Context: an optimization exercise on an open-source flow, tuned for a short achievable clock period and few clock cycles per item. The choices shown serve that exercise and are no tape-out recipe. No functional check of the RTL was part of any run shown here. Power and IR drop assume default switching activity.

<file path="flow/run.sh">
#!/bin/bash
# synth_recipe.tcl (not shown) runs the flow's synth.tcl, then flattens the netlist and writes it again
# the make line also repeats each setting of config.mk as NAME=value (left out here)
make -C /OpenROAD-flow-scripts/flow DESIGN_CONFIG=/design/flow/config.mk WORK_HOME=/design/flow/orfs CLKGATE_MAP_FILE= SYNTH_SCRIPT=/design/flow/synth_recipe.tcl finish
</file>
<file path="flow/design.v">
package lc4_pkg;
  typedef enum logic [3:0] {
    OP_BR    = 4'h0,
    OP_ARITH = 4'h1,
    OP_LOGIC = 4'h5,
    OP_LDR   = 4'h6,
    OP_STR   = 4'h7,
    OP_CONST = 4'h9,
    OP_JMP   = 4'hc
  } opcode_e;
  typedef enum logic [2:0] {
    ALU_ADD,       
    ALU_SUB,
    ALU_AND,
    ALU_PASS_IMM,  
    ALU_ADDR       
  } alu_op_e;
  typedef struct packed {
    logic [2:0] rd;
    logic [2:0] rs;
    logic [2:0] rt;
    logic       rs_re;
    logic       rt_re;      
    logic       rf_we;      
    logic       is_load;
    logic       is_store;
    logic       is_branch;
    logic       is_jump;
    alu_op_e    alu_op;
    logic [2:0] br_nzp;
  } ctrl_t;
  typedef struct packed {
    logic        valid;
    logic [15:0] pc;
    logic [15:0] insn;
    ctrl_t       ctrl;
    logic [15:0] imm;
    logic [15:0] rs_data;
    logic [15:0] rt_data;
  } dx_t;
  typedef struct packed {
    logic        valid;
    logic [15:0] pc;
    logic [15:0] insn;
    ctrl_t       ctrl;
    logic [15:0] result;      
    logic [2:0]  nzp;
    logic [15:0] store_data;
  } xm_t;
  typedef struct packed {
    logic        valid;
    logic [15:0] pc;
    logic [15:0] insn;
    ctrl_t       ctrl;
    logic [15:0] result;      
    logic [2:0]  nzp;         
  } mw_t;
  typedef struct packed {
    logic        we;
    logic [15:0] addr;
    logic [15:0] wdata;
  } dmem_req_t;
  typedef struct packed {
    logic        valid;
    logic [15:0] pc;
    logic [15:0] insn;
    logic        rf_we;
    logic [2:0]  wsel;
    logic [15:0] wdata;
    logic        nzp_we;
    logic [2:0]  nzp;
  } trace_t;
  function automatic logic [2:0] nzp_of(input logic [15:0] value);
    nzp_of = {value[15], value == 16'h0000, !value[15] && (value != 16'h0000)};
  endfunction
endpackage
`timescale 1ns/1ps
module lc4_decoder (
  input  logic [15:0]    i_insn,
  output lc4_pkg::ctrl_t o_ctrl,
  output logic [15:0]    o_imm
);
  always_comb begin
    o_ctrl        = '0;             
    o_ctrl.alu_op = lc4_pkg::ALU_ADD;
    o_ctrl.rd     = i_insn[11:9];
    o_ctrl.rs     = i_insn[8:6];
    o_ctrl.rt     = i_insn[2:0];
    o_imm         = '0;
    case (i_insn[15:12])
      lc4_pkg::OP_BR: begin
        o_ctrl.is_branch = 1'b1;
        o_ctrl.br_nzp    = i_insn[11:9];               
        o_imm            = {{7{i_insn[8]}}, i_insn[8:0]};
      end
      lc4_pkg::OP_ARITH: begin
        if (i_insn[5]) begin                           
          o_ctrl.rs_re = 1'b1;
          o_ctrl.rf_we = 1'b1;
          o_imm        = {{11{i_insn[4]}}, i_insn[4:0]};
        end else if (i_insn[5:3] == 3'b000 || i_insn[5:3] == 3'b010) begin
          o_ctrl.rs_re  = 1'b1;
          o_ctrl.rt_re  = 1'b1;
          o_ctrl.rf_we  = 1'b1;
          o_ctrl.alu_op = i_insn[4] ? lc4_pkg::ALU_SUB : lc4_pkg::ALU_ADD;
        end
      end
      lc4_pkg::OP_LOGIC: begin
        if (i_insn[5]) begin                           
          o_ctrl.rs_re  = 1'b1;
          o_ctrl.rf_we  = 1'b1;
          o_ctrl.alu_op = lc4_pkg::ALU_AND;
          o_imm         = {{11{i_insn[4]}}, i_insn[4:0]};
        end else if (i_insn[5:3] == 3'b000) begin
          o_ctrl.rs_re  = 1'b1;
          o_ctrl.rt_re  = 1'b1;
          o_ctrl.rf_we  = 1'b1;
          o_ctrl.alu_op = lc4_pkg::ALU_AND;
        end
      end
      lc4_pkg::OP_LDR: begin
        o_ctrl.rs_re   = 1'b1;                         
        o_ctrl.rf_we   = 1'b1;
        o_ctrl.is_load = 1'b1;
        o_ctrl.alu_op  = lc4_pkg::ALU_ADDR;
        o_imm          = {{10{i_insn[5]}}, i_insn[5:0]};
      end
      lc4_pkg::OP_STR: begin
        o_ctrl.rs_re    = 1'b1;
        o_ctrl.rt_re    = 1'b1;
        o_ctrl.rt       = i_insn[11:9];                
        o_ctrl.is_store = 1'b1;
        o_ctrl.alu_op   = lc4_pkg::ALU_ADDR;
        o_imm           = {{10{i_insn[5]}}, i_insn[5:0]};
      end
      lc4_pkg::OP_CONST: begin
        o_ctrl.rf_we  = 1'b1;
        o_ctrl.alu_op = lc4_pkg::ALU_PASS_IMM;
        o_imm         = {{7{i_insn[8]}}, i_insn[8:0]};
      end
      lc4_pkg::OP_JMP: begin
        if (i_insn[11]) begin                          
          o_ctrl.is_jump = 1'b1;
          o_imm          = {{5{i_insn[10]}}, i_insn[10:0]};
        end
      end
      default: ;
    endcase
  end
endmodule
`timescale 1ns/1ps
module lc4_regfile (
  input  logic                   gwe,
  input  logic                   i_reset,
  input  logic [2:0]             i_rs_sel,
  input  logic [2:0]             i_rt_sel,
  output logic [16-1:0] o_rs_data,
  output logic [16-1:0] o_rt_data,
  input  logic [2:0]             i_wsel,
  input  logic [16-1:0] i_wdata,
  input  logic                   i_we,
  input  logic [2:0]             i_nzp,
  input  logic                   i_nzp_we,
  output logic [2:0]             o_nzp
);
  logic [16-1:0] regs [8];
  logic [2:0]             nzp_q;
  always_ff @(posedge gwe) begin
    if (i_reset) begin
      for (int i = 0; i < 8; i++) regs[i] <= '0;
    end else if (i_we) begin
      regs[i_wsel] <= i_wdata;
    end
  end
  always_ff @(posedge gwe) begin
    if (i_reset) begin
      nzp_q <= 3'b000;
    end else if (i_nzp_we) begin
      nzp_q <= i_nzp;
    end
  end
  assign o_rs_data = (i_we && i_wsel == i_rs_sel) ? i_wdata : regs[i_rs_sel];
  assign o_rt_data = (i_we && i_wsel == i_rt_sel) ? i_wdata : regs[i_rt_sel];
  assign o_nzp     = nzp_q;
endmodule
`timescale 1ns/1ps
module lc4_execute (
  input  lc4_pkg::dx_t           i_dx,
  input  lc4_pkg::xm_t           i_xm,         
  input  logic [2:0]             i_mw_wsel,
  input  logic                   i_mw_we,
  input  logic [16-1:0] i_mw_result,
  input  logic [2:0]             i_mw_nzp,
  input  logic [2:0]             i_nzp,        
  output logic [16-1:0] o_result,
  output logic [2:0]             o_nzp,
  output logic [16-1:0] o_store_data,
  output logic                   o_redirect,
  output logic [16-1:0] o_target
);
  logic                   m_we;
  logic [16-1:0] a_op;
  logic [16-1:0] rt_val;
  logic [16-1:0] b_op;
  logic [2:0]             br_src;
  logic                   taken;
  function automatic logic [16-1:0] pick(input logic [2:0] sel,
                                                  input logic [16-1:0] rdata);
    if (m_we && i_xm.ctrl.rd == sel) begin
      pick = i_xm.result;
    end else if (i_mw_we && i_mw_wsel == sel) begin
      pick = i_mw_result;
    end else begin
      pick = rdata;
    end
  endfunction
  assign m_we   = i_xm.valid && i_xm.ctrl.rf_we;
  always_comb begin
    a_op   = pick(i_dx.ctrl.rs, i_dx.rs_data);
    rt_val = pick(i_dx.ctrl.rt, i_dx.rt_data);
  end
  assign b_op   = i_dx.ctrl.rt_re ? rt_val : i_dx.imm;    
  always_comb begin
    case (i_dx.ctrl.alu_op)
      lc4_pkg::ALU_SUB:      o_result = a_op - b_op;
      lc4_pkg::ALU_AND:      o_result = a_op & b_op;
      lc4_pkg::ALU_PASS_IMM: o_result = i_dx.imm;
      lc4_pkg::ALU_ADDR:     o_result = a_op + i_dx.imm;    
      default:               o_result = a_op + b_op;
    endcase
  end
  assign o_nzp        = lc4_pkg::nzp_of(o_result);
  assign o_store_data = rt_val;                             
  always_comb begin
    if (m_we) begin
      br_src = i_xm.nzp;
    end else if (i_mw_we) begin
      br_src = i_mw_nzp;
    end else begin
      br_src = i_nzp;
    end
  end
  assign taken      = |(i_dx.ctrl.br_nzp & br_src);
  assign o_redirect = i_dx.valid && ((i_dx.ctrl.is_branch && taken) || i_dx.ctrl.is_jump);
  assign o_target   = i_dx.pc + 16'd1 + i_dx.imm;           
endmodule
`timescale 1ns/1ps
module lc4_core (
  input  logic                   gwe,
  input  logic                   i_reset,
  output logic [16-1:0] o_imem_addr,
  input  logic [16-1:0] i_imem_data,
  output logic                   o_dmem_we,
  output logic [16-1:0] o_dmem_addr,
  output logic [16-1:0] o_dmem_wdata,
  input  logic [16-1:0] i_dmem_rdata,
  output logic                   o_trace_valid,
  output logic [16-1:0] o_trace_pc,
  output logic [16-1:0] o_trace_insn,
  output logic                   o_trace_rf_we,
  output logic [2:0]             o_trace_wsel,
  output logic [16-1:0] o_trace_wdata,
  output logic                   o_trace_nzp_we,
  output logic [2:0]             o_trace_nzp
);
  function automatic logic [2:0] nzp_z(input logic n, input logic z);
    nzp_z = {n, z, !n && !z};
  endfunction
  logic [15:0] pc_q;
  logic [15:0] pc_b;         
  logic [15:0] pc_o;         
  localparam int NB = 6;
  logic        btb_v   [NB];
  logic [15:0] btb_tag [NB];
  logic [15:0] btb_tgt [NB];
  logic [1:0]  btb_ctr [NB];
  logic [3:0]  btb_cnt [NB];    
  logic [3:0]  btb_trip[NB];    
  logic        btb_tv  [NB];    
  logic [2:0]  btb_ptr;
  logic        u_en;
  logic        u_taken;
  logic        u_jmp;
  logic [15:0] u_pc;
  logic [15:0] u_tgt;
  logic        fd_valid;
  logic [15:0] fd_pc;
  logic [15:0] fd_insn;
  logic        fd_pt;        
  logic        fd_hit;       
  logic [15:0] fd_pc1;
  logic [15:0] fd_tgt9;      
  logic [15:0] fd_tgt11;     
  typedef struct packed {
    logic jmp_any;    
    logic jmp;        
    logic br;         
    logic want;       
    logic sub;
    logic andop;
    logic ld;
    logic st;
    logic cnst;
    logic we;
    logic rt_re;
    logic rs_re;
  } dec_t;
  dec_t        fd_dec;
  logic [15:0] fd_rsv;       
  logic [15:0] fd_rtv;       
  logic [15:0] fd_rdv;
  logic        fd_aw, fd_at;   
  logic        fd_bw, fd_bt;
  logic        fd_cw, fd_ct;
  logic        dx_valid;
  logic [15:0] dx_pc;
  logic [15:0] dx_insn;
  logic [2:0]  dx_rd;
  logic        dx_we;        
  logic        dx_ld;
  logic        dx_sub;
  logic        dx_and;
  logic        dx_fwd_a;     
  logic        dx_fwd_b;     
  logic [15:0] dx_a;         
  logic [15:0] dx_b;         
  logic        dx_mwe;       
  logic [15:0] dx_addr;
  logic [15:0] dx_wdata;
  logic        dx_br;        
  logic        dx_jmp;       
  logic [2:0]  dx_mask;
  logic        dx_pt;        
  logic [15:0] dx_target;
  logic [15:0] dx_pc1;
  logic        w_valid;
  logic        w_wr;
  logic [2:0]  w_rd;
  logic [15:0] w_res;
  logic        w_z;          
  logic [15:0] w_pc;
  logic [15:0] w_insn;
  logic [15:0] rf [8];
  logic [2:0]  nzp_q;
  logic        t_valid;
  logic [15:0] t_pc;
  logic [15:0] t_insn;
  logic        t_we;
  logic [2:0]  t_rd;
  logic [15:0] t_res;
  logic [2:0]  t_nzp;
  logic rst_q;
  always_ff @(posedge gwe) rst_q <= i_reset;
  logic        f_pt;
  logic        f_hit;
  logic [15:0] f_tgt;
  logic [15:0] pc_next;
  logic        pc_use_early;
  logic [15:0] pc_early, pc_pred;
  logic [15:0] f_tgt9, f_tgt11;
  dec_t        f_dec;
  logic [15:0] f_pc1;
  logic [2:0]  f_rs, f_rt, f_rd;
  logic [15:0] d_a, d_b, d_c;
  logic [15:0] d_rs_val, d_rt_val;
  logic        x_mispred;
  logic [15:0] x_fix_pc;
  logic        d_redir;
  logic [15:0] d_redir_pc;
  logic        d_stall;
  logic [15:0] x_a, x_b, x_sum, x_result;
  logic [2:0]  x_nzp;
  logic        x_taken;
  assign o_imem_addr = pc_o;
  assign f_pc1 = pc_q + 16'd1;
  logic [3:0] f_op;
  logic       f_add_rr, f_sub_rr, f_add_ri, f_and_rr, f_and_ri;
  assign f_op     = i_imem_data[15:12];
  assign f_add_rr = (f_op == 4'h1) && (i_imem_data[5:3] == 3'b000);
  assign f_sub_rr = (f_op == 4'h1) && (i_imem_data[5:3] == 3'b010);
  assign f_add_ri = (f_op == 4'h1) && i_imem_data[5];
  assign f_and_rr = (f_op == 4'h5) && (i_imem_data[5:3] == 3'b000);
  assign f_and_ri = (f_op == 4'h5) && i_imem_data[5];
  always_comb begin
    f_dec.jmp_any = (f_op == 4'hc) && i_imem_data[11];
    f_dec.jmp     = f_dec.jmp_any && (i_imem_data[10:0] != 11'h000);
    f_dec.br      = (f_op == 4'h0) && (i_imem_data[11:9] != 3'b000) && (i_imem_data[8:0] != 9'h000);
    f_dec.want    = f_dec.jmp || (f_dec.br && i_imem_data[8]);
    f_dec.sub     = f_sub_rr;
    f_dec.andop   = f_and_rr || f_and_ri;
    f_dec.ld      = (f_op == 4'h6);
    f_dec.st      = (f_op == 4'h7);
    f_dec.cnst    = (f_op == 4'h9);
    f_dec.rt_re   = f_add_rr || f_sub_rr || f_and_rr;
    f_dec.rs_re   = f_dec.rt_re || f_add_ri || f_and_ri || f_dec.ld || f_dec.st;
    f_dec.we      = f_dec.rt_re || f_add_ri || f_and_ri || f_dec.ld || f_dec.cnst;
  end
  lc4_ks16 u_tgt9 (.i_a(pc_q), .i_b({{7{i_imem_data[8]}}, i_imem_data[8:0]}), .i_c(1'b1),
                   .o_s(f_tgt9));
  lc4_ks16 u_tgt11 (.i_a(pc_q), .i_b({{5{i_imem_data[10]}}, i_imem_data[10:0]}), .i_c(1'b1),
                    .o_s(f_tgt11));
  assign f_rs = i_imem_data[8:6];
  assign f_rt = i_imem_data[2:0];
  assign f_rd = i_imem_data[11:9];
  always_comb begin
    f_pt  = 1'b0;
    f_hit = 1'b0;
    f_tgt = 16'h0000;
    for (int i = 0; i < NB; i++) begin
      if (btb_v[i] && btb_tag[i] == pc_b) begin
        f_hit = 1'b1;
        if (btb_ctr[i][1] && !(btb_tv[i] && btb_cnt[i] == btb_trip[i])) begin
          f_pt  = 1'b1;
          f_tgt = f_tgt | btb_tgt[i];
        end
      end
    end
  end
  always_comb begin
    if (i_reset)        pc_early = 16'h8200;
    else if (x_mispred) pc_early = x_fix_pc;
    else if (d_redir)   pc_early = d_redir_pc;
    else                pc_early = pc_q;
  end
  assign pc_use_early = i_reset || x_mispred || d_redir || d_stall;
  assign pc_pred      = f_tgt | (f_pc1 & {16{!f_pt}});
  assign pc_next      = pc_use_early ? pc_early : pc_pred;
  lc4_pcreg u_pcb (.gwe(gwe), .i_d(pc_next), .o_q(pc_b));
  lc4_pcreg u_pco (.gwe(gwe), .i_d(pc_next), .o_q(pc_o));
  always_ff @(posedge gwe) begin
    pc_q <= pc_next;                
    if (i_reset) begin
      fd_valid <= 1'b0;
    end else begin
      if (x_mispred || d_redir) fd_valid <= 1'b0;
      else if (!d_stall)        fd_valid <= 1'b1;
    end
  end
  always_ff @(posedge gwe) begin
    if (!d_stall) begin
      fd_pc    <= pc_q;
      fd_insn  <= i_imem_data;
      fd_pt    <= f_pt;
      fd_hit   <= f_hit;
      fd_pc1   <= f_pc1;
      fd_tgt9  <= f_tgt9;
      fd_tgt11 <= f_tgt11;
      fd_dec   <= f_dec;
    end
  end
  always_ff @(posedge gwe) begin
    if (d_stall) begin
      fd_rsv <= d_a;
      fd_rtv <= d_b;
      fd_rdv <= d_c;
      fd_aw  <= dx_we && (dx_rd == fd_insn[8:6]);
      fd_bw  <= dx_we && (dx_rd == fd_insn[2:0]);
      fd_cw  <= dx_we && (dx_rd == fd_insn[11:9]);
      fd_at  <= 1'b0;
      fd_bt  <= 1'b0;
      fd_ct  <= 1'b0;
    end else begin
      fd_rsv <= rf[f_rs];
      fd_rtv <= rf[f_rt];
      fd_rdv <= rf[f_rd];
      fd_aw  <= dx_we && (dx_rd == f_rs);
      fd_bw  <= dx_we && (dx_rd == f_rt);
      fd_cw  <= dx_we && (dx_rd == f_rd);
      fd_at  <= w_wr && (w_rd == f_rs);
      fd_bt  <= w_wr && (w_rd == f_rt);
      fd_ct  <= w_wr && (w_rd == f_rd);
    end
  end
  logic [NB-1:0] x_hit;
  logic          x_alloc;
  logic [NB-1:0] u_hit;
  logic [NB-1:0] u_we;       
  always_comb begin
    for (int i = 0; i < NB; i++) x_hit[i] = btb_v[i] && (btb_tag[i] == dx_pc);
  end
  assign x_alloc = dx_valid && (dx_jmp || (dx_br && x_taken)) && !(|x_hit);
  always_ff @(posedge gwe) begin
    u_hit <= x_hit;
  end
  always_ff @(posedge gwe) begin
    if (rst_q) begin
      u_we    <= '0;
      btb_ptr <= '0;
    end else begin
      for (int i = 0; i < NB; i++) u_we[i] <= x_alloc && (btb_ptr == 3'(i));
      if (x_alloc) btb_ptr <= (btb_ptr == 3'(NB - 1)) ? 3'd0 : btb_ptr + 3'd1;
    end
  end
  always_ff @(posedge gwe) begin
    if (rst_q) begin
      for (int i = 0; i < NB; i++) begin
        btb_v[i]   <= 1'b0;
        btb_ctr[i] <= 2'b00;
      end
    end else begin
      for (int i = 0; i < NB; i++) begin
        if (u_we[i]) begin
          btb_v[i]   <= 1'b1;
          btb_ctr[i] <= u_jmp ? 2'b11 : 2'b10;
        end else if (u_en && u_hit[i]) begin
          if (u_jmp)                                btb_ctr[i] <= 2'b11;
          else if (u_taken && btb_ctr[i] != 2'b11)  btb_ctr[i] <= btb_ctr[i] + 2'd1;
          else if (!u_taken && btb_ctr[i] != 2'b00) btb_ctr[i] <= btb_ctr[i] - 2'd1;
        end
      end
    end
  end
  always_ff @(posedge gwe) begin
    for (int i = 0; i < NB; i++) begin
      if (u_we[i]) begin
        btb_tag[i] <= u_pc;
        btb_tgt[i] <= u_tgt;
        btb_cnt[i] <= 4'd1;
        btb_tv[i]  <= 1'b0;
      end else if (u_en && !u_jmp && u_hit[i]) begin
        if (u_taken) begin
          if (btb_cnt[i] != 4'hf) btb_cnt[i] <= btb_cnt[i] + 4'd1;
        end else begin
          btb_trip[i] <= btb_cnt[i];
          btb_tv[i]   <= (btb_cnt[i] != 4'hf);
          btb_cnt[i]  <= 4'd0;
        end
      end
    end
  end
  logic        d_jmp_any;
  logic        d_sub_rr;
  logic        d_ld, d_st, d_const;
  logic        d_we, d_rs_re, d_rt_re;
  logic [2:0]  d_rs, d_rt, d_rd;
  logic [15:0] d_imm;
  logic        d_br, d_jmp;
  logic        d_want;
  logic [15:0] d_pc1, d_target, d_addr;
  assign d_jmp_any = fd_dec.jmp_any;
  assign d_sub_rr  = fd_dec.sub;
  assign d_ld      = fd_dec.ld;
  assign d_st      = fd_dec.st;
  assign d_const   = fd_dec.cnst;
  assign d_we      = fd_dec.we;
  assign d_rt_re   = fd_dec.rt_re;
  assign d_rs_re   = fd_dec.rs_re;
  assign d_rd      = fd_insn[11:9];
  assign d_rs      = fd_insn[8:6];
  assign d_rt      = d_st ? fd_insn[11:9] : fd_insn[2:0];
  always_comb begin
    if (d_const)           d_imm = {{7{fd_insn[8]}}, fd_insn[8:0]};
    else if (d_ld || d_st) d_imm = {{10{fd_insn[5]}}, fd_insn[5:0]};
    else                   d_imm = {{11{fd_insn[4]}}, fd_insn[4:0]};
  end
  always_comb begin
    d_a = fd_aw ? w_res : (fd_at ? t_res : fd_rsv);
    d_b = fd_bw ? w_res : (fd_bt ? t_res : fd_rtv);
    d_c = fd_cw ? w_res : (fd_ct ? t_res : fd_rdv);
  end
  assign d_rs_val = d_a;
  assign d_rt_val = d_st ? d_c : d_b;
  assign d_stall = fd_valid && dx_we &&
                   (((d_ld || d_st) && (dx_rd == d_rs)) || (d_st && (dx_rd == fd_insn[11:9])));
  assign d_br   = fd_dec.br;
  assign d_jmp  = fd_dec.jmp;
  assign d_pc1    = fd_pc1;
  assign d_target = d_jmp_any ? fd_tgt11 : fd_tgt9;
  logic d_btb_good, d_known, d_taken, d_pt;
  assign d_btb_good = fd_pt;
  assign d_known    = !dx_we;
  assign d_taken    = |(fd_insn[11:9] & x_nzp);
  assign d_want     = fd_dec.want;
  assign d_pt       = (d_br && d_known) ? d_taken : (fd_hit ? fd_pt : d_want);
  assign d_redir    = fd_valid && !d_stall && (d_pt ? !d_btb_good : fd_pt);
  assign d_redir_pc = d_pt ? d_target : d_pc1;
  lc4_ks16 u_agu (.i_a(d_rs_val), .i_b({{10{fd_insn[5]}}, fd_insn[5:0]}), .i_c(1'b0), .o_s(d_addr));
  always_ff @(posedge gwe) begin
    if (rst_q) begin
      dx_valid <= 1'b0;
      dx_we    <= 1'b0;
    end else begin
      dx_valid <= fd_valid && !x_mispred && !d_stall;
      dx_we    <= fd_valid && !x_mispred && !d_stall && d_we;
    end
  end
  always_ff @(posedge gwe) begin
    if (i_reset) dx_mwe <= 1'b0;
    else         dx_mwe <= fd_valid && !x_mispred && !d_stall && d_st;
  end
  always_ff @(posedge gwe) begin
    dx_pc     <= fd_pc;
    dx_insn   <= fd_insn;
    dx_rd     <= d_rd;
    dx_ld     <= d_ld;
    dx_sub    <= d_sub_rr;
    dx_and    <= fd_dec.andop;
    dx_fwd_a  <= dx_we && d_rs_re && (dx_rd == d_rs);
    dx_fwd_b  <= dx_we && d_rt_re && (dx_rd == d_rt);
    dx_a      <= d_const ? 16'h0000 : d_rs_val;
    dx_b      <= (d_rt_re ? d_rt_val : d_imm) ^ {16{d_sub_rr}};
    dx_addr   <= d_addr;
    dx_wdata  <= d_rt_val;
    dx_br     <= d_br;
    dx_jmp    <= d_jmp;
    dx_mask   <= fd_insn[11:9];
    dx_pt     <= d_pt;
    dx_target <= d_target;
    dx_pc1    <= d_pc1;
  end
  assign x_a   = dx_fwd_a ? w_res : dx_a;
  assign x_b   = dx_fwd_b ? (w_res ^ {16{dx_sub}}) : dx_b;
  lc4_ks16 u_alu (.i_a(x_a), .i_b(x_b), .i_c(dx_sub), .o_s(x_sum));
  always_comb begin
    if (dx_ld)       x_result = i_dmem_rdata;
    else if (dx_and) x_result = x_a & x_b;
    else             x_result = x_sum;
  end
  logic [15:0] x_zc;
  logic        x_z;
  assign x_zc = {x_a[14:0] | x_b[14:0], dx_sub};
  always_comb begin
    if (dx_ld)       x_z = (i_dmem_rdata == 16'h0000);
    else if (dx_and) x_z = ((x_a & x_b) == 16'h0000);
    else             x_z = ((x_a ^ x_b) == x_zc);
  end
  assign x_nzp     = w_wr ? nzp_z(w_res[15], w_z) : nzp_q;
  assign x_taken   = |(dx_mask & x_nzp);
  assign x_mispred = dx_valid && dx_br && (x_taken != dx_pt);
  assign x_fix_pc  = x_taken ? dx_target : dx_pc1;
  assign o_dmem_we    = dx_mwe;
  assign o_dmem_addr  = dx_addr;
  assign o_dmem_wdata = dx_wdata;
  always_ff @(posedge gwe) begin
    if (rst_q) begin
      u_en <= 1'b0;
    end else begin
      u_en <= dx_valid && (dx_jmp || dx_br);
    end
  end
  always_ff @(posedge gwe) begin
    u_pc    <= dx_pc;
    u_tgt   <= dx_target;
    u_jmp   <= dx_jmp;
    u_taken <= dx_jmp || x_taken;
  end
  always_ff @(posedge gwe) begin
    if (rst_q) begin
      w_valid <= 1'b0;
      w_wr    <= 1'b0;
    end else begin
      w_valid <= dx_valid;
      w_wr    <= dx_valid && dx_we;
    end
  end
  always_ff @(posedge gwe) begin
    w_rd   <= dx_rd;
    w_res  <= x_result;
    w_z    <= x_z;
    w_pc   <= dx_pc;
    w_insn <= dx_insn;
  end
  always_ff @(posedge gwe) begin
    if (w_wr) rf[w_rd] <= w_res;
  end
  always_ff @(posedge gwe) begin
    if (rst_q)     nzp_q <= 3'b000;
    else if (w_wr) nzp_q <= nzp_z(w_res[15], w_z);
  end
  always_ff @(posedge gwe) begin
    if (i_reset) t_valid <= 1'b0;
    else         t_valid <= w_valid;
  end
  always_ff @(posedge gwe) begin
    if (rst_q) t_we <= 1'b0;
    else       t_we <= w_wr;
  end
  always_ff @(posedge gwe) begin
    t_pc   <= w_pc;
    t_insn <= w_insn;
    t_rd   <= w_rd;
    t_res  <= w_res;
    t_nzp  <= nzp_z(w_res[15], w_z);
  end
  assign o_trace_valid  = t_valid;
  assign o_trace_pc     = t_pc;
  assign o_trace_insn   = t_insn;
  assign o_trace_rf_we  = t_we;
  assign o_trace_wsel   = t_rd;
  assign o_trace_wdata  = t_res;
  assign o_trace_nzp_we = t_we;
  assign o_trace_nzp    = t_nzp;
endmodule
module lc4_ks16 (
  input  logic [15:0] i_a,
  input  logic [15:0] i_b,
  input  logic        i_c,
  output logic [15:0] o_s
);
  logic [15:0] p0, g0;
  logic [15:0] g [5];
  logic [15:0] p [5];
  for (genvar i = 0; i < 16; i++) begin : g_bit
    lc4_xor2 u_p (.i_a(i_a[i]), .i_b(i_b[i]), .o_y(p0[i]));
    lc4_and2 u_g (.i_a(i_a[i]), .i_b(i_b[i]), .o_y(g0[i]));
  end
  lc4_g u_c0 (.i_gh(g0[0]), .i_ph(p0[0]), .i_gl(i_c), .o_g(g[0][0]));
  assign p[0][0] = 1'b0;
  assign g[0][15:1] = g0[15:1];
  assign p[0][15:1] = p0[15:1];
  for (genvar l = 0; l < 4; l++) begin : g_lvl
    for (genvar i = 0; i < 16; i++) begin : g_node
      if (i >= (1 << l)) begin : g_comb
        lc4_gp u_gp (.i_gh(g[l][i]), .i_ph(p[l][i]), .i_gl(g[l][i - (1 << l)]),
                     .i_pl(p[l][i - (1 << l)]), .o_g(g[l+1][i]), .o_p(p[l+1][i]));
      end else begin : g_pass
        assign g[l+1][i] = g[l][i];
        assign p[l+1][i] = p[l][i];
      end
    end
  end
  assign o_s[0] = p0[0] ^ i_c;
  for (genvar i = 1; i < 16; i++) begin : g_sum
    lc4_xor2 u_s (.i_a(p0[i]), .i_b(g[4][i-1]), .o_y(o_s[i]));
  end
endmodule
module lc4_xor2 (
  input  logic i_a,
  input  logic i_b,
  output logic o_y
);
  assign o_y = i_a ^ i_b;
endmodule
module lc4_and2 (
  input  logic i_a,
  input  logic i_b,
  output logic o_y
);
  assign o_y = i_a & i_b;
endmodule
module lc4_g (
  input  logic i_gh,
  input  logic i_ph,
  input  logic i_gl,
  output logic o_g
);
  assign o_g = i_gh | (i_ph & i_gl);
endmodule
module lc4_gp (
  input  logic i_gh,
  input  logic i_ph,
  input  logic i_gl,
  input  logic i_pl,
  output logic o_g,
  output logic o_p
);
  assign o_g = i_gh | (i_ph & i_gl);
  assign o_p = i_ph & i_pl;
endmodule
module lc4_pcreg (
  input  logic        gwe,
  input  logic [15:0] i_d,
  output logic [15:0] o_q
);
  always_ff @(posedge gwe) o_q <= i_d;
endmodule
</file>
<file path="flow/config.mk">
export PLATFORM = sky130hd
export DESIGN_NAME = lc4_core
export DESIGN_NICKNAME = lc4_core
export VERILOG_FILES = /design/flow/design.v
export SDC_FILE = /design/flow/constraint.sdc
export NUM_CORES = 4
export LEC_CHECK = 0
export CAP_MARGIN = 20
export CORE_MARGIN = 2
export CORE_UTILIZATION = 40
export SETUP_SLACK_MARGIN = 4.9
export SLEW_MARGIN = 20
export SYNTH_HIERARCHICAL = 1
export TNS_END_PERCENT = 100
</file>
<file path="flow/constraint.sdc">
create_clock -name core_clock -period 7.5 [get_ports {gwe}]
set_input_delay 1.5000 -clock core_clock [delete_from_list [all_inputs] [get_ports {gwe}]]
set_output_delay 1.5000 -clock core_clock [all_outputs]
set_load 0.01 [all_outputs]
</file>
==> run notes, run 1 <==
outcome complete, no violations; Critical Path AT 1180 ps; minimum clock period after layout approximately 2700 ps; Initial Util 0.4031; Slew Viols, Final 0; vias in the first global route around 25,000; Cell Pwr Density approximately 260 nW/um2; # diodes 0; Max-Cap Viols 0; die area between 90,000 and 100,000 um2; Die H between 300 and 400 um; gpl congestion 0.8839; CTS Hold Buffers Added 0; Hold Path Class reg2reg; clk buf depth 3; DR WL/cell 23.66 um; number of vias per cell 5.409; Yosys Warn Count 20; Final Util 0.4993; crit path cell chain buf_6; Startpoint Class flop; Fin Setup TNS 0 ps; final WL 114.4 mm; Clock Latency Late Sink 680 ps; Clk Tree Root Cell clkbuf_16; share of cells above drive strength 1 0.2648; Clock Skews 23.41 ps; Total Power 12.32 mW; multi-input logic area 17,500 um2; Worst path max stage delay 400 ps; CTS Buf Count 92; Slew @ Worst Pin 985.9 ps; CP max stage cell dfxtp_4; standard-cell rows 114; drt drc 0; CP max FO 1; CP Capture Type output port; dpl hpwl 73.69 mm; DRT iter0 DRCs 2,135; die width 316.2 um; nets 3,551; IO Pins 140; Filler Cell Count 8,461; period utilization 0.3575; Avg Cell Area, Syn roughly 12 um2; Clock Pin Slew Worst Setup and Hold Paths approximately 60 ps; H-tree Lvls 3; core box area ~97,000 um2; slew margin rel. 0.3403; Layout area overhead 23.85%; # port buffers 139; cell count after synthesis 3,215; endpoints failing hold 0; clk sinks 869; Buf+Inv Stages, Crit Path 1; synthesized area 38,980 um2; Congestion Overflow GR 0; antenna viol nets, final 0; Pre-antenna DRT Iters 5; gr usage total 0.2181; setup violators final 0; FF/Latch Area 22,090 um2; final instance area between 40,000 and 50,000 um2; Max Fclk 372.9 MHz; Crit path max-delay family flip-flops; largest net degree at the start of global routing 79; final setup margin approximately 4800 ps; Leak 18.99 nW; initial antenna violation count 2; via count 26,150; DP Area 42,090 um2; maximum VDD drop 0.1933 mV; CTS tree yes; RSZ-0062 raised after global routing true; Setup CP Type reg2out; first-pass GRT wire length between 150 and 200 mm; CP Data Required Time ~6000 ps; pre-CTS worst setup slack around 3100 ps
==> stage by stage <==
stage	hold slack (ps)	std cells
floorplan	309.6	3219
global placement	312.5	4510
detailed placement	312.1	4510
CTS	317.7	4742
global route	323.0	4834
finish	318.6	4834
==> state kept, by name, summed over array words and instances, names as in the netlist, 24 cells and up <==
name      flops
btb_cnt      24
btb_tag      96
btb_trip     24
btb_tgt      96
rf          128
==> path summary, 6_finish.rpt <==
path                               startpoint              end  slack (ps)  cells past startpoint
worst max-delay path            u_pco.o_q[12]  o_imem_addr[12]        4820                      1
worst min-delay path              dx_insn[14]       w_insn[14]         320                      0
worst max register to register           w_wr          pc_q[4]        4860                     11
worst min register to register    dx_insn[14]       w_insn[14]         320                      0
==> routing by layer <==
metal	GRT usage	routed length, um	up-vias
met1	0.3020	49850	13000
met2	0.3525	53850	823
met3	0.04055	7592	162
li1	-	-	12160
met4	0.05703	3073	2
met5	0	14	-
==> report_power, final <==
group | leakage (nW) | switching, mW | internal, mW
Combinational | 9.60 | 0.741 | 0.736
Clock | 1.62 | 1.99 | 2.97
Sequential | 7.77 | 0.441 | 5.44
Total | 19.0 | 3.17 | 9.14
==> cell type report <==
cell class,count,area share
clock buffer,128,0.05452
clock inverter,46,0.01420
inverter,80,0.006427
multi-input combinational,2101,0.3625
sequential,869,0.4575
tap,1276,0.03307
timing repair buffer,333,0.07173
timing repair inverter,1,0.0001037
==> layout by cell type (no fill, tap or decap), types with 96 or more instances in the layout <==
master	instances
a21o_1	185
a21oi_1	139
and2_1	181
buf_4	150
clkbuf_16	106
dfxtp_1	292
edfxtp_1	438
mux2i_1	111
mux4_2	96
nor2_1	197
xnor2_1	214
xor2_1	182
==> timing repair <==
item	in CTS	in global routing
endpoints found under the setup margin	381	256
gates resized for setup	758	194
pin swaps	13	54
setup buffers	48	77
gates cloned	10	14
==> run 2, diff against run 1 <==
--- a/flow/design.v
+++ b/flow/design.v
@@ -355,8 +355,6 @@
   logic        f_hit;
   logic [15:0] f_tgt;
   logic [15:0] pc_next;
-  logic        pc_use_early;
-  logic [15:0] pc_early, pc_pred;
   logic [15:0] f_tgt9, f_tgt11;
   dec_t        f_dec;
   logic [15:0] f_pc1;
@@ -402,36 +400,46 @@
   assign f_rs = i_imem_data[8:6];
   assign f_rt = i_imem_data[2:0];
   assign f_rd = i_imem_data[11:9];
+  logic [NB-1:0]    e_v, e_pt;
+  logic [NB*16-1:0] e_tag, e_tgt;
   always_comb begin
-    f_pt  = 1'b0;
-    f_hit = 1'b0;
-    f_tgt = 16'h0000;
     for (int i = 0; i < NB; i++) begin
-      if (btb_v[i] && btb_tag[i] == pc_b) begin
-        f_hit = 1'b1;
-        if (btb_ctr[i][1] && !(btb_tv[i] && btb_cnt[i] == btb_trip[i])) begin
-          f_pt  = 1'b1;
-          f_tgt = f_tgt | btb_tgt[i];
-        end
-      end
-    end
-  end
-  always_comb begin
-    if (i_reset)        pc_early = 16'h8200;
-    else if (x_mispred) pc_early = x_fix_pc;
-    else if (d_redir)   pc_early = d_redir_pc;
-    else                pc_early = pc_q;
-  end
-  assign pc_use_early = i_reset || x_mispred || d_redir || d_stall;
-  assign pc_pred      = f_tgt | (f_pc1 & {16{!f_pt}});
-  assign pc_next      = pc_use_early ? pc_early : pc_pred;
-  lc4_pcreg u_pcb (.gwe(gwe), .i_d(pc_next), .o_q(pc_b));
-  lc4_pcreg u_pco (.gwe(gwe), .i_d(pc_next), .o_q(pc_o));
+      e_v[i]               = btb_v[i];
+      e_pt[i]              = btb_ctr[i][1] && !(btb_tv[i] && btb_cnt[i] == btb_trip[i]);
+      e_tag[i*16 +: 16]    = btb_tag[i];
+      e_tgt[i*16 +: 16]    = btb_tgt[i];
+    end
+  end
+  lc4_btb_lookup u_lookup (
+    .i_pc  (pc_b),
+    .i_v   (e_v),
+    .i_pt  (e_pt),
+    .i_tag (e_tag),
+    .i_tgt (e_tgt),
+    .o_hit (f_hit),
+    .o_pt  (f_pt),
+    .o_tgt (f_tgt)
+  );
+  lc4_pc_next u_pc_next (
+    .i_x_mispred (x_mispred),
+    .i_x_fix_pc  (x_fix_pc),
+    .i_d_redir   (d_redir),
+    .i_d_pc      (d_redir_pc),
+    .i_d_stall   (d_stall),
+    .i_pc        (pc_q),
+    .i_f_pt      (f_pt),
+    .i_f_tgt     (f_tgt),
+    .i_f_pc1     (f_pc1),
+    .o_pc_next   (pc_next)
+  );
+  lc4_pcreg u_pcb (.gwe(gwe), .i_reset(i_reset), .i_d(pc_next), .o_q(pc_b));
+  lc4_pcreg u_pco (.gwe(gwe), .i_reset(i_reset), .i_d(pc_next), .o_q(pc_o));
   always_ff @(posedge gwe) begin
-    pc_q <= pc_next;                
     if (i_reset) begin
+      pc_q     <= 16'h8200;
       fd_valid <= 1'b0;
     end else begin
+      pc_q <= pc_next;
       if (x_mispred || d_redir) fd_valid <= 1'b0;
       else if (!d_stall)        fd_valid <= 1'b1;
     end
@@ -759,8 +767,55 @@
 endmodule
 module lc4_pcreg (
   input  logic        gwe,
+  input  logic        i_reset,
   input  logic [15:0] i_d,
   output logic [15:0] o_q
 );
-  always_ff @(posedge gwe) o_q <= i_d;
+  always_ff @(posedge gwe) begin
+    if (i_reset) o_q <= 16'h8200;
+    else         o_q <= i_d;
+  end
+endmodule
+module lc4_btb_lookup (
+  input  logic [15:0]    i_pc,
+  input  logic [5:0]     i_v,
+  input  logic [5:0]     i_pt,
+  input  logic [95:0]    i_tag,
+  input  logic [95:0]    i_tgt,
+  output logic           o_hit,
+  output logic           o_pt,
+  output logic [15:0]    o_tgt
+);
+  localparam int NB = 6;    
+  logic [NB-1:0] hit, sel;
+  always_comb begin
+    o_tgt = 16'h0000;
+    for (int i = 0; i < NB; i++) begin
+      hit[i] = i_v[i] && (i_tag[i*16 +: 16] == i_pc);
+      sel[i] = hit[i] && i_pt[i];
+      o_tgt  = o_tgt | ({16{sel[i]}} & i_tgt[i*16 +: 16]);
+    end
+  end
+  assign o_hit = |hit;
+  assign o_pt  = |sel;
+endmodule
+module lc4_pc_next (
+  input  logic        i_x_mispred,
+  input  logic [15:0] i_x_fix_pc,
+  input  logic        i_d_redir,
+  input  logic [15:0] i_d_pc,
+  input  logic        i_d_stall,
+  input  logic [15:0] i_pc,
+  input  logic        i_f_pt,
+  input  logic [15:0] i_f_tgt,
+  input  logic [15:0] i_f_pc1,
+  output logic [15:0] o_pc_next
+);
+  always_comb begin
+    if (i_x_mispred)    o_pc_next = i_x_fix_pc;
+    else if (i_d_redir) o_pc_next = i_d_pc;
+    else if (i_d_stall) o_pc_next = i_pc;
+    else if (i_f_pt)    o_pc_next = i_f_tgt;
+    else                o_pc_next = i_f_pc1;
+  end
 endmodule
==> run 2 against run 1 <==
Effect of this change: maximum frequency shrank 6.6%; still clean on timing, DRC and antenna; power shrank 0.69%; synthesized cell count grew 3.0%; die area grew 2.6%; sequential cell count is the same; largest cell class unchanged; synthesized area grew 2.7%.
==> run notes, run 2 <==
outcome complete, no violations (unchanged); Slew Viols, Final 0 (unchanged); Cell Pwr Density 246.8 nW/um2 (was 255.1 nW/um2); Setup CP Type reg2reg (was reg2out); crit path cell chain xnor2_1 > nand4_1 > buf_4 > nor2_1 > a32oi_2 > nand3_4 > buf_12 > buf_16 > buf_6 > mux2_4 > o22ai_2 > a21oi_2 > nor2b_1 (was buf_6); Die H 320.3 um (was 316.2 um); CP Data Required Time 8070 ps (was 6000 ps); DRT iter0 DRCs 2,382 (was 2,135); Slew @ Worst Pin 1060 ps (was 985.9 ps); max layer used met5 (unchanged); final WL 123.1 mm (was 114.4 mm); initial antenna violation count 4 (was 2); Clock Skews 51.61 ps (was 23.41 ps); via count 27,640 (was 26,150); Clock Power Share 0.401 (was 0.402); nets 3,671 (was 3,551); minimum clock period after layout 2872 ps (was 2682 ps); RSZ-0062 raised after global routing true (unchanged); Pre-antenna DRT Iters 5 (unchanged); cell count after synthesis 3,310 (was 3,215); Max-Cap Viols 0 (unchanged); H-tree Lvls 3 (unchanged); share of cells above drive strength 1 0.2881 (was 0.2648); Top reg by flops rf (unchanged); dpl hpwl 78.17 mm (was 73.69 mm); Max Fclk 348.2 MHz (was 372.9 MHz); die area 102,600 um2 (was 99,980 um2); period utilization 0.3829 (was 0.3575); CP max stage cell dfxtp_2 (was dfxtp_4); drt drc 0 (unchanged); endpoints failing hold 0 (unchanged); M1 WL 49.36 mm (was 49.85 mm); CTS Buf Count 96 (was 92); # port buffers 139 (unchanged); clk buf depth 3 (unchanged); IO Pins 140 (unchanged); max FFs per register 128 (unchanged); Worst path max stage delay 490 ps (was 400 ps); CP max FO 17 (was 1); synthesized area 40,020 um2 (was 38,980 um2); Regs by FF count rf x128, btb_tag x96, btb_tgt x96 (unchanged); Fin Setup TNS 0 ps (unchanged); core box area 99,710 um2 (was 96,710 um2); WL met2 60.69 mm (was 53.85 mm); Yosys Warn Count 22 (was 20); gpl congestion 0.9508 (was 0.8839); switch share 0.2629 (was 0.2576); setup violators final 0 (unchanged); Filler Cell Count 8,711 (was 8,461); Buf+Inv Stages, Crit Path 4 (was 1); clk sinks 869 (unchanged); Layout area overhead 23.80% (was 23.85%); antenna viol nets, final 0 (unchanged); Clock Latency Late Sink 720 ps (was 680 ps); Clk Tree Root Cell clkbuf_16 (unchanged); final instance count without filler cells 4,983 (was 4,834); vias in the first global route 27,170 (was 25,300); CTS tree yes (unchanged); first-pass GRT wire length 175.3 mm (was 162.4 mm); CP Capture Type flop (was output port); Congestion Overflow GR 0 (unchanged); Hold Path Class reg2reg (unchanged); Avg Cell Area, Syn 12.09 um2 (was 12.13 um2); largest net degree at the start of global routing 91 (was 79); commonest non-fill, non-tap cells in the layout edfxtp_1 (438), dfxtp_1 (304), xnor2_1 (201) (was edfxtp_1 (438), dfxtp_1 (292), xnor2_1 (214)); maximum VDD drop 0.2107 mV (was 0.1933 mV); Initial Util 0.4014 (was 0.4031); Comb power frac 0.121 (was 0.120); slew margin rel. 0.2934 (was 0.3403); part of the power in registers 0.478 (about the same); gr usage total 0.2293 (was 0.2181); most common cell after layout, fill and taps aside edfxtp_1 (unchanged); Net Sw Power 3.215 mW (was 3.173 mW); Cells after DPL 4,637 (was 4,510); number of vias per cell 5.547 (was 5.409); Clock Pin Slew Worst Setup and Hold Paths 60 ps (about the same); Leak 19.67 nW (was 18.99 nW); met3 WL 6.860 mm (was 7.592 mm); die width 320.3 um (was 316.2 um); standard-cell rows 116 (was 114); Critical Path AT 3440 ps (was 1180 ps); Startpoint Class flop (unchanged); Int Power 9.015 mW (was 9.143 mW); Crit path max-delay family buffers and inverters (was flip-flops); DR WL/cell 24.70 um (was 23.66 um)
==> run 2: changes by cell type in the layout (fill, tap and decap cells not counted), sizes merged, moves of 17 or more <==
cell and delta:
o22ai +19, nand4 +22, o21ai +42, nand3 +24, nand2 +61, mux2 +96
a21oi -40, a211oi -63, a22oi -28, nor2 -20, buf +26, mux2i -17
a32oi +31
==> run 2: path summary, 6_finish.rpt <==
path / start / endpoint / slack [ps] / cells after the start
worst max-delay path: u_pcb.o_q[3] / pc_q[13] / 4630 / 13
worst min-delay path: dx_insn[6] / w_insn[6] / 320 / 0
worst max register to register: u_pcb.o_q[3] / pc_q[13] / 4630 / 13
worst min register to register: dx_insn[6] / w_insn[6] / 320 / 0
==> run 2: area by class of cell <==
| type | count | area, um2 | share of cell area |
|---|---|---|---|
| multi-input cells | 2192 | 18600 | 0.3754 |
| flip-flops and latches | 869 | 22070 | 0.4455 |
| clock inverters | 44 | 573.1 | 0.01157 |
| inverters | 82 | 312.8 | 0.006313 |
| clock buffers | 138 | 2755 | 0.05560 |
| well taps | 1298 | 1624 | 0.03278 |
| diodes | 2 | 5.005 | 0.0001010 |
| repair buffers | 358 | 3606 | 0.07278 |
==> run 2: what timing repair did <==
action	CTS	global route
hold buffers	0	0
resized for setup	792	141
cloned	6	12
hold endpoints to repair	0	0
endpoints found under the setup margin	345	203
buffers inserted	99	45
pin swaps	38	44
==> run 2: power by group through the flow <==
stage	Combinational [mW]	Sequential, mW	Clock, mW
finish	1.48	5.85	4.90
global route	1.59	5.87	5.16
CTS	1.38	5.82	4.98
detailed placement	1.25	5.92	0
global placement	1.25	5.92	0
floorplan	0.825	5.70	0
==> run 2: metrics by stage <==
step                hold slack, ps  power (mW)  setup WS, ps    util  area [um2]
global placement             312.3       7.162          3552  0.4338       43250
global route                 327.5       12.62          4567  0.4969       49540
detailed placement           312.1       7.167          3532  0.4338       43260
CTS                          325.9       12.18          4643  0.4841       48270
finish                       322.3       12.23          4628  0.4969       49550
floorplan                    309.6       6.528          4703       -       40890
==> run 2: metal layers <==
metal | vias to the layer above | track usage
li1 | 12540 | -
met1 | 13780 | 0.2834
met2 | 1029 | 0.3978
met3 | 295 | 0.03069
met4 | 4 | 0.1056
met5 | - | 0
==> run 3, diff against run 2 <==
--- a/flow/config.mk
+++ b/flow/config.mk
@@ -8,7 +8,7 @@
 export CAP_MARGIN = 20
 export CORE_MARGIN = 2
 export CORE_UTILIZATION = 40
-export SETUP_SLACK_MARGIN = 4.9
+export SETUP_SLACK_MARGIN = 4.8
 export SLEW_MARGIN = 20
 export SYNTH_HIERARCHICAL = 1
 export TNS_END_PERCENT = 100
==> run 3 against run 2 <==
Effect of this change: still clean on timing, DRC and antenna; register-to-register slack better by 130 ps; synthesized cell count unchanged; first-iteration DRC count grew 11%; sequential share of layout area rose by 1.0 points; cell count decreased by 1.2%; critical endpoint is now u_pco.o_q[9].
==> run notes, run 3 <==
multi-input logic area 18,440 um2 (was 18,600 um2); pre-CTS worst setup slack 3425 ps (was 3532 ps); CTS tree yes (unchanged); FF/Latch Area 22,030 um2 (was 22,070 um2); minimum clock period after layout 2746 ps (was 2872 ps); Pre-antenna DRT Iters 7 (was 5); Congestion Overflow GR 0 (unchanged); Setup CP Type reg2reg (unchanged); period utilization 0.3661 (was 0.3829); slew margin rel. 0.2660 (was 0.2934); number of vias per cell 5.537 (was 5.547); endpoints failing hold 0 (unchanged); vias in the first global route 26,770 (was 27,170); Filler Cell Count 8,787 (was 8,711); first-pass GRT wire length 177.9 mm (was 175.3 mm); final WL 122.6 mm (was 123.1 mm); nets 3,616 (was 3,671); RSZ-0062 raised after global routing true (unchanged); Clk Tree Root Cell clkbuf_16 (unchanged); gr usage total 0.2344 (was 0.2293); cell count after synthesis 3,310 (unchanged); CP max FO 17 (unchanged); CTS Buf Count 95 (was 96); # port buffers 139 (unchanged); setup violators final 0 (unchanged); Yosys Warn Count 22 (unchanged); Critical Path AT 3320 ps (was 3440 ps); Leak 19.13 nW (was 19.67 nW); IO Pins 140 (unchanged); H-tree Lvls 3 (unchanged); largest net degree at the start of global routing 77 (was 91); Slew Viols, Final 0 (unchanged); DR WL/cell 24.90 um (was 24.70 um); antenna viol nets, final 0 (unchanged); final setup margin 4754 ps (was 4628 ps); CP Data Required Time 8080 ps (was 8070 ps); Layout area overhead 20.77% (was 23.80%); die width 320.3 um (unchanged); core box area 99,710 um2 (unchanged); r2r setup slk 4750 ps (was 4630 ps); Clock Skews 21.61 ps (was 51.61 ps); drt drc 0 (unchanged); Clock Pin Slew Worst Setup and Hold Paths 60 ps (about the same); Hold Path Class reg2reg (unchanged); die area 102,600 um2 (unchanged); Avg Cell Area, Syn 12.09 um2 (unchanged); Initial Util 0.4014 (unchanged); Slew @ Worst Pin 1086 ps (was 1060 ps); synthesized area 40,020 um2 (unchanged); via count 27,270 (was 27,640); outcome complete, no violations (unchanged); # diodes 0 (was 2); standard-cell rows 116 (unchanged); Die H 320.3 um (unchanged); gpl congestion 0.9140 (was 0.9508); DRT iter0 DRCs 2,644 (was 2,382); dpl hpwl 80.00 mm (was 78.17 mm); maximum VDD drop 0.2156 mV (was 0.2107 mV); clk sinks 869 (unchanged); initial antenna violation count 4 (unchanged); CP Capture Type flop (unchanged); CTS Hold Buffers Added 0 (unchanged); Clock Latency Late Sink 690 ps (was 720 ps); Fin Setup TNS 0 ps (unchanged); share of cells above drive strength 1 0.2608 (was 0.2881); Startpoint Class flop (unchanged); Max Fclk 364.2 MHz (was 348.2 MHz); most common cell after layout, fill and taps aside edfxtp_1 (unchanged); commonest non-fill, non-tap cells in the layout edfxtp_1 (438), dfxtp_1 (328), xnor2_1 (206) (was edfxtp_1 (438), dfxtp_1 (304), xnor2_1 (201)); Regs by FF count rf x128, btb_tag x96, btb_tgt x96 (unchanged); Cell Pwr Density 248.7 nW/um2 (was 246.8 nW/um2); max FFs per register 128 (unchanged); Max-Cap Viols 0 (unchanged); clk buf depth 3 (unchanged); Top reg by flops rf (unchanged)
==> run 3: final cells by class <==
type                       count  share of cell area
sequential                   869              0.4558
multi-input combinational   2191              0.3815
clock buffer                 137             0.05666
timing repair buffer         305             0.05576
tap                         1298             0.03360
clock inverter                43             0.01020
inverter                      82            0.006471
==> run 3: power breakdown <==
part           total (mW)  internal, mW  switching (mW)  leakage, nW
logic                1.39         0.669           0.718         9.78
registers            5.85          5.41           0.435         7.78
clock network        4.79          2.78            2.01         1.58
==> run 3: layer usage <==
metal  vias up  global-route usage  share of wire
met5         -                   0        0.00033
met4         6             0.09233          0.042
met3       260             0.04344          0.070
met2      1057              0.4013           0.49
met1     13520              0.2928           0.40
li1      12430                   -              -
==> run 3: path summary, 6_finish.rpt <==
| check | start | endpoint | cells after the start |
|---|---|---|---|
| hold reg to reg | w_insn[8] | t_insn[8] | 0 |
| hold / removal | w_insn[8] | t_insn[8] | 0 |
| setup / recovery | btb_tag[1][3] | u_pco.o_q[9] | 11 |
| setup reg to reg | btb_tag[1][3] | u_pco.o_q[9] | 11 |
==> run 3: through the flow <==
step                utilization  instances  cell area [um2]  hold WS, ps  total power [mW]
finish                   0.4848       4925            48340        322.0             12.02
global route             0.4848       4925            48340        329.6             12.44
CTS                      0.4765       4880            47510        320.2             12.04
detailed placement       0.4323       4625            43110        312.1             7.173
global placement         0.4323       4625            43100        311.3             7.168
floorplan                     -       3314            40780        309.6             6.524
==> run 3: worst max-delay path, cell delays in order, from the launching register on <==
cell and delay [ps]:
edfxtp_1 460, xnor2_1 200, nand4_1 160, buf_6 250
nor2_1 100, a32oi_2 300, nand3_4 230, buf_12 200
mux2_4 300, o22ai_4 100, a21oi_2 60, or2_1 240
==> run 3: repair_timing <==
action,4_1_cts,5_1_grt
pin swaps,47,51
setup endpoints to repair,360,105
gates cloned,5,3
buffers inserted,70,42
gates resized for setup,728,97

-- port drivers added, routing unchanged --
No port has a modelled driver above. Below, the same layouts with a new extraction and two added sets of constraints.
Step 1 sets driving cells, clkbuf_16 on the clock port and buf_2 on the other inputs (assumed; they add their load-dependent delay and slew).
Step 2, shift: input delay + t, output delay - t, t = (earliest + latest rising clock arrival at the registers) / 2. This alone moves slack from input paths to output paths.
Three values: ideal ports, drivers, drivers and shift; two values: the first two.
| run | t (ns) | slack for setup (ns) | worst setup path at the end | worst slew at a driven data input, ns | pins driven straight from the clock port |
|---|---|---|---|---|---|
| run 1 | 0.740 | 4.818 / 4.749 / 4.217 | input to register | 0.08 | 1 |
| run 2 | 0.764 | 4.628 / 4.628 / 4.170 | input to register | 0.13 | 1 |
| run 3 | 0.748 | 4.754 / 4.719 / 4.091 | input to register | 0.12 | 1 |
After both steps every run listed still meets setup and hold. The setup slack of run 3, which loses most, moves by -0.035 ns with the drivers and by -0.663 ns with both steps.
